What follows belongs to an exercise in optimizing a design on an open flow for small area, a short achievable clock period and few clock cycles per item; a production flow would make more cautious choices.
At most, simulation tests tie the RTL to the original design; equivalence was not proved.
For run 2, only the layout was checked, not whether the RTL still works.

==> flow/design.v, too long to show whole: its modules and the start of the top module <==
// module qlane0: 254 lines
// module qlane1: 248 lines
// module qlane2: 246 lines
// module qlane3: 239 lines
// module qlane4: 251 lines
// module qlane5: 208 lines
// module qlane6: 228 lines
// module qlane7: 226 lines
// module block_quantizer: 104 lines
module block_quantizer (
	input  logic        clk,
	input  logic        arst_n,
	input  logic [95:0] in_row,
	input  logic        in_valid,
	output logic        in_ready,
	output logic [96:0] out_beat,
	output logic        out_valid,
	input  logic        out_ready
);
  // ...
==> flow/flow/run.sh <==
#!/bin/bash
# The standard layout (standard synthesis included), with ORFS's
# repair_timing asked to leave extra setup slack so that the achieved
# period shrinks. Only the repair target changes; the SDC is the standard flow's.
set -e
cd "$(dirname "$0")/.."
echo "export SETUP_SLACK_MARGIN = ${MARGIN:-17.8}" >> config.mk
bash standard.sh > standard.log 2>&1
==> flow/standard.sh <==
#!/bin/bash
# synth_recipe.tcl (not shown) runs the flow's synth.tcl, then flattens the netlist and writes it again
# the make line also repeats each setting of config.mk as NAME=value (left out here)
make -C /OpenROAD-flow-scripts/flow DESIGN_CONFIG=/design/flow/config.mk WORK_HOME=/design/flow/orfs CLKGATE_MAP_FILE= SYNTH_SCRIPT=/design/flow/synth_recipe.tcl "${@:-finish}"
==> flow/config.mk <==
export PLATFORM = sky130hd
export DESIGN_NAME = block_quantizer
export DESIGN_NICKNAME = block_quantizer
export VERILOG_FILES = /design/flow/design.v
export SDC_FILE = /design/flow/constraint.sdc
export NUM_CORES = 4
export LEC_CHECK = 0
export CAP_MARGIN = 20
export CORE_MARGIN = 2
export CORE_UTILIZATION = 40
export SLEW_MARGIN = 20
export SETUP_SLACK_MARGIN = 17.8
==> flow/constraint.sdc <==
create_clock -name core_clock -period 24.0 [get_ports {clk}]
set_input_delay 4.8000 -clock core_clock [delete_from_list [all_inputs] [get_ports {clk}]]
set_output_delay 4.8000 -clock core_clock [all_outputs]
set_load 0.01 [all_outputs]
==> flow_summary.json, run 1 <==
{
  "n_antenna_cell": 1,
  "cts.sinks": 237,
  "vias_per_cell": 5.32,
  "synth_cells": 3675,
  "holdPathStages": 0,
  "layout.cells.non_filler": 5231,
  "max_ffs_per_register": 96,
  "tap_cells": 1176,
  "r2r_setup_slack_ns": 17.54,
  "dr.pass1.iters": 7,
  "number_of_maximum_capacitance_violations": 0,
  "synthesis.area_per_instance_um2": 9.82,
  "sh_seq_area": 0.156,
  "met1_length_um": 46700,
  "maximum_number_of_pins_on_one_net_before_global_route_repair": 75,
  "hp-start": "row_cnt[2]",
  "path_delay_family": "adder cells",
  "clock_root_buffer": "clkbuf_16",
  "outcome": "timing/DRC/antenna clean",
  "share_of_synthesized_area_occupied_by_flip_flops_and_latches": 0.196,
  "synthArstFlopShare": 0.0338,
  "met2WireLength_um": 53500,
  "gp_weighted_congestion": 0.896,
  "cts_setup_buffers": 187
}
Testbench counts, summed over its fixed seeds: cycles 8,208, rows 8,192.
==> module block_quantizer, before the edit <==
module block_quantizer (
	input  logic        clk,
	input  logic        arst_n,
	input  logic [95:0] in_row,
	input  logic        in_valid,
	output logic        in_ready,
	output logic [96:0] out_beat,
	output logic        out_valid,
	input  logic        out_ready
);
	logic go;
	logic c1, c2, e1;
	logic rdy, ovl;
	logic c1_n, c2_n;
	logic push, pop;
	logic [2:0] row_cnt;
	assign go = !c2;
	assign in_ready = rdy;
	always_ff @(posedge clk or negedge arst_n)
	begin
		if (!arst_n)
			row_cnt <= '0;
		else if (in_valid && go)
			row_cnt <= row_cnt + 3'd1;
	end
	logic v0;
	logic [2:0] r0;
	logic [95:0] x0;
	always_ff @(posedge clk or negedge arst_n)
	begin
		if (!arst_n)
			v0 <= 1'b0;
		else if (go)
			v0 <= in_valid;
	end
	always_ff @(posedge clk)
	begin
		if (go)
		begin
			x0 <= in_row;
			r0 <= row_cnt;
		end
	end
	logic [8:0] q0;
	qlane0 i_lane0 (.r(r0), .x(x0[11:0]), .q(q0));
	logic [8:0] q1;
	qlane1 i_lane1 (.r(r0), .x(x0[23:12]), .q(q1));
	logic [8:0] q2;
	qlane2 i_lane2 (.r(r0), .x(x0[35:24]), .q(q2));
	logic [8:0] q3;
	qlane3 i_lane3 (.r(r0), .x(x0[47:36]), .q(q3));
	logic [8:0] q4;
	qlane4 i_lane4 (.r(r0), .x(x0[59:48]), .q(q4));
	logic [8:0] q5;
	qlane5 i_lane5 (.r(r0), .x(x0[71:60]), .q(q5));
	logic [8:0] q6;
	qlane6 i_lane6 (.r(r0), .x(x0[83:72]), .q(q6));
	logic [8:0] q7;
	qlane7 i_lane7 (.r(r0), .x(x0[95:84]), .q(q7));
	logic [64:0] res;
	assign res = {q7[6:0], q6[6:0], q5[6:0], q4[7:0], q3[7:0], q2[8:0], q1[8:0], q0[8:0], (r0 == 3'd7)};
	assign push = go && v0;
	assign pop = c1 && out_ready;
	logic [64:0] ob;
	logic [64:0] sk;
	always_ff @(posedge clk or negedge arst_n)
	begin
		if (!arst_n)
		begin
			e1 <= 1'b1;
			c2 <= 1'b0;
		end
		else
		begin
			e1 <= !c1_n;
			c2 <= c2_n;
		end
	end
	assign c1 = !e1;
	assign c1_n = push || c2 || (c1 && !pop);
	assign c2_n = (c1 && push && !pop) || (c2 && !pop);
	always_ff @(posedge clk or negedge arst_n)
	begin
		if (!arst_n)
		begin
			rdy <= 1'b1;
			ovl <= 1'b0;
		end
		else
		begin
			rdy <= !c2_n;
			ovl <= c1_n;
		end
	end
	always_ff @(posedge clk)
	begin
		if (out_ready || !c1)
			ob <= c2 ? sk : res;
		if (c1 && !c2)
			sk <= res;
	end
	assign out_valid = ovl;
	assign out_beat = {{{5{ob[64]}}, ob[64:58]}, {{5{ob[57]}}, ob[57:51]}, {{5{ob[50]}}, ob[50:44]}, {{4{ob[43]}}, ob[43:36]}, {{4{ob[35]}}, ob[35:28]}, {{3{ob[27]}}, ob[27:19]}, {{3{ob[18]}}, ob[18:10]}, {{3{ob[9]}}, ob[9:1]}, ob[0]};
endmodule
==> inputs of run 2 (changes only) <==
--- a/flow/design.v
+++ b/flow/design.v
@@ -1922,13 +1922,11 @@
 	input  logic        out_ready
 );
 	logic go;
-	logic c1, c2, e1;
-	logic rdy, ovl;
-	logic c1_n, c2_n;
+	logic c1, c2;
 	logic push, pop;
 	logic [2:0] row_cnt;
 	assign go = !c2;
-	assign in_ready = rdy;
+	assign in_ready = go;
 	always_ff @(posedge clk or negedge arst_n)
 	begin
 		if (!arst_n)
@@ -1980,29 +1978,13 @@
 	begin
 		if (!arst_n)
 		begin
-			e1 <= 1'b1;
+			c1 <= 1'b0;
 			c2 <= 1'b0;
 		end
 		else
 		begin
-			e1 <= !c1_n;
-			c2 <= c2_n;
-		end
-	end
-	assign c1 = !e1;
-	assign c1_n = push || c2 || (c1 && !pop);
-	assign c2_n = (c1 && push && !pop) || (c2 && !pop);
-	always_ff @(posedge clk or negedge arst_n)
-	begin
-		if (!arst_n)
-		begin
-			rdy <= 1'b1;
-			ovl <= 1'b0;
-		end
-		else
-		begin
-			rdy <= !c2_n;
-			ovl <= c1_n;
+			c1 <= push || c2 || (c1 && !pop);
+			c2 <= (c1 && push && !pop) || (c2 && !pop);
 		end
 	end
 	always_ff @(posedge clk)
@@ -2012,6 +1994,6 @@
 		if (c1 && !c2)
 			sk <= res;
 	end
-	assign out_valid = ovl;
+	assign out_valid = c1;
 	assign out_beat = {{{5{ob[64]}}, ob[64:58]}, {{5{ob[57]}}, ob[57:51]}, {{5{ob[50]}}, ob[50:44]}, {{4{ob[43]}}, ob[43:36]}, {{4{ob[35]}}, ob[35:28]}, {{3{ob[27]}}, ob[27:19]}, {{3{ob[18]}}, ob[18:10]}, {{3{ob[9]}}, ob[9:1]}, ob[0]};
 endmodule
==> flow/run.sh (new file) <==
#!/bin/bash
# synth_recipe.tcl (not shown) runs the flow's synth.tcl, then flattens the netlist and writes it again
# the make line also repeats each setting of config.mk as NAME=value (left out here)
make -C /OpenROAD-flow-scripts/flow DESIGN_CONFIG=/design/flow/config.mk WORK_HOME=/design/flow/orfs CLKGATE_MAP_FILE= SYNTH_SCRIPT=/design/flow/synth_recipe.tcl finish
--- a/flow/config.mk
+++ b/flow/config.mk
@@ -9,4 +9,3 @@
 export CORE_MARGIN = 2
 export CORE_UTILIZATION = 40
 export SLEW_MARGIN = 20
-export SETUP_SLACK_MARGIN = 17.8
removed: flow/flow/run.sh
removed: flow/standard.sh
==> run 2 against run 1 <==
Largest cell class unchanged; cell count shrank 6.4%; cell area shrank 13%; non-clock buffer count shrank 270; clock skew is essentially flat; flip-flop and latch count shrank 2.
==> flow_summary.json, run 2 <==
{
  "outcome": "timing/DRC/antenna clean",
  "die_width_um": 302,
  "post-route-drc-count": 0,
  "detail_route.iter0.violations": 1885,
  "synthesis.area_per_instance_um2": 9.83,
  "synth_top_area_share": 0.389,
  "layout.cells.non_filler": 4897,
  "most-common-layout-cells": "767 x inv_1, 692 x fa_1, 439 x nand2_1",
  "number_of_storage_elements_in_the_synthesis_netlist": 235,
  "floorplan.rows": 109,
  "hp-class": "flop to flop",
  "postRouteWirelength_um": 101000,
  "io-pin-count": 199,
  "n_fill_cell": 8426,
  "gp_weighted_congestion": 0.911,
  "path_cells": "buf_4, buf_4, nand2_1, buf_4, o22ai_2, a21oi_1, fa_1, inv_1, fa_1, fa_1, inv_1, fa_1, inv_1, fa_1, ha_1, a21o_1, a21o_1, a211oi_2, a211oi_1, a311oi_1, xnor2_1, mux2_2",
  "cts_setup_buffers": 0,
  "yosysWarningCount": 1,
  "holdBufCountCts": 0,
  "synth_edf_count": 229,
  "most_used_standard_cells_in_the_synthesized_netlist": "768 x inv_1, 692 x fa_1, 439 x nand2_1, 278 x and2_1, 229 x edfxtp_1",
  "timing.rr.start": "r0[2]",
  "finalSetupViolCount": 0,
  "clk_pin_slew_ns": 0.07,
  "synth_top_cell_by_area": "fa_1",
  "clock_skew_ns": 0.0310,
  "number_of_placed_cells_counting_well_taps": 4839,
  "antenna_left": 0,
  "area.sequential_um2": 7030,
  "cts_tree": "built",
  "port_buffers": 198,
  "syn_nets": 4599,
  "number_of_maximum_capacitance_violations": 0,
  "dr.pass1.iters": 7,
  "critical_path.endpoint_type": "flop",
  "worst_skew_late_latency_ns": 0.63,
  "post_cts_resize_count": 0,
  "groute.usage.overall": 0.230,
  "synth_cells": 3621,
  "avgRoutedWirePerCell_um": 20.7,
  "worst-path-max-fanout": 64,
  "worstRegToRegCells": 22,
  "r2r_end": "ob[64]",
  "core_area_um2": 88200,
  "finalCritPeriodShare": 0.359,
  "reg.largest.list": "x0 x96, ob x65, sk x65",
  "path_delay_family": "adder cells",
  "maximum_number_of_pins_on_one_net_before_global_route_repair": 67,
  "finalHoldViolations": 0,
  "first_global_vias": 27500,
  "synthArstFlopShare": 0.0255,
  "finalCoreUtilization": 0.449,
  "wire_length_of_the_first_global_routing_pass_um": 161000,
  "tightest_slew_ns": 1.17,
  "r2r_setup_slack_ns": 15.39,
  "die_y_um": 302,
  "timing.critical_path.arrival_ns": 8.98,
  "setup.worst_path.class": "flop to flop",
  "hp-start": "sk[52]",
  "holdPathStages": 2,
  "grt_remaining_overflow": 0,
  "cpPeakStageDelay_ns": 0.68,
  "critical_path_required_ns": 24.37,
  "cpMaxStageDelayCell": "nand2_1",
  "layout-drive-gt1-share": 0.0437,
  "share_of_synthesized_area_occupied_by_flip_flops_and_latches": 0.197,
  "synth_most_common_cell": "inv_1",
  "worst_path_most_repeated_cell": "fa_1",
  "min_delay_worst_endpoint": "ob[52]",
  "max_freq_ghz": 0.116,
  "netlist_area_um2": 35600,
  "worstPathBufferInverterCount": 6,
  "vias_per_cell": 5.16,
  "multi_input_area_um2": 24900,
  "yosys.cell_types.count": 70,
  "cts_inserted_buffers": 31,
  "max_ffs_per_register": 96,
  "worst_slack_ns": 15.39,
  "die_area_um2": 91400,
  "final_max_slew_viol_count": 0,
  "vias": 25300,
  "floorplan.initialDensity": 0.404,
  "clock_root_buffer": "clkbuf_16",
  "cts.sinks": 235,
  "antenna_found_initial": 2,
  "worstSetupStartpointType": "flop",
  "max_flop_register": "x0",
  "dp.final_hpwl_um": 77700,
  "grt_setup_unrepaired": "no",
  "n_antenna_cell": 0,
  "mostFrequentLayoutCell": "inv_1",
  "slew_headroom": 0.214,
  "final_nets": 4685,
  "timing.final.crit_period_ns": 8.61,
  "htree_num_levels": 1,
  "yosys_most_used_dff": "edfxtp_1",
  "cts_buffer_depth": 3,
  "yosys-top-cells-area": "fa_1 39%, edfxtp_1 19%, inv_1 8.1%",
  "fin_setup_tns_ns": 0,
  "flow.area_growth_from_synthesis_pct": 11.3,
  "dp_slack_ns": 15.38
}
==> run 2: changes by cell type after synthesis, sizes merged, moves of 16 or more <==
cell / previous run / this run
nor2b: 108 / 89
and2: 400 / 278
nor2: 75 / 124
inv: 787 / 771
and3: 37 / 134
o21ai: 104 / 62
a21oi: 73 / 95
==> run 2: worst min-delay path: cells and delay by family, from the launching register on <==
kind             cells  cell delay (ns)
DFF                  1             0.32
and+or+nand+nor      2             0.10
==> run 2: metrics by stage <==
step / instance area, um2 / hold slack [ns]
global placement: 38600 / 0.494
CTS: 39600 / 0.516
finish: 39600 / 0.515
floorplan: 35600 / 0.440
global route: 39600 / 0.524
detailed placement: 38600 / 0.501
==> run 2: area by class of cell <==
| cell class | instances | area share |
|---|---|---|
| tap | 1165 | 0.0368 |
| sequential | 235 | 0.177 |
| clock inverter | 22 | 0.00644 |
| timing repair buffer | 238 | 0.0576 |
| inverter | 773 | 0.0734 |
| clock buffer | 36 | 0.0200 |
| multi-input combinational | 2428 | 0.628 |
==> run 2: kinds of logic after synthesis <==
kind of cell / synth area share
XOR/XNOR: 0.0150
multiplexers: 0.0151
adder cells (fa/ha/maj): 0.454
flip-flops: 0.197
AO/OA/AOI/OAI: 0.0507
AND/OR/NAND/NOR: 0.163
buffers and inverters: 0.104
==> run 2: worst max path at each step <==
stage	endpoint	startpoint	depth (start not counted)	slack [ns]
finish	ob[64]	r0[2]	22	15.39
global route	ob[17]	r0[2]	24	14.99
detailed placement	ob[64]	r0[2]	22	15.38
CTS	ob[64]	r0[2]	22	15.36
global placement	ob[64]	r0[2]	22	15.59
floorplan	in_ready	c2	4	15.28
==> run 2: layer usage <==
layer  up-vias  global-route usage  wire, um
li1      11200                   -         -
met3       201              0.0475      7970
met4         4              0.0854      4290
met2       928               0.365     45700
met1     12900               0.312     43300
met5         -                   0        23

## what the ideal ports hide
No port has a modelled driver above. Below, the same layouts with a new extraction and two added sets of constraints. Step 1 sets driving cells, clkbuf_16 on the clock port and buf_2 on the other inputs (assumed; they add their load-dependent delay and slew). Step 2, shift: input delay + t, output delay - t, t = (earliest + latest rising clock arrival at the registers) / 2. This alone moves slack from input paths to output paths. Slacks: no drivers / after step 1 / after step 2; pairs: no drivers / after step 1.
| run | t, ns | slack for setup (ns) | worst hold slack (ns) | pins driven straight from the clock port |
|---|---|---|---|---|
| run 1 | 0.688 | 17.544 / 17.544 / 17.544 | 0.472 / 0.472 / 0.472 | 1 |
| run 2 | 0.677 | 15.386 / 15.386 / 15.386 | 0.515 / 0.515 / 0.515 | 1 |
After both steps every run listed still meets setup and hold.
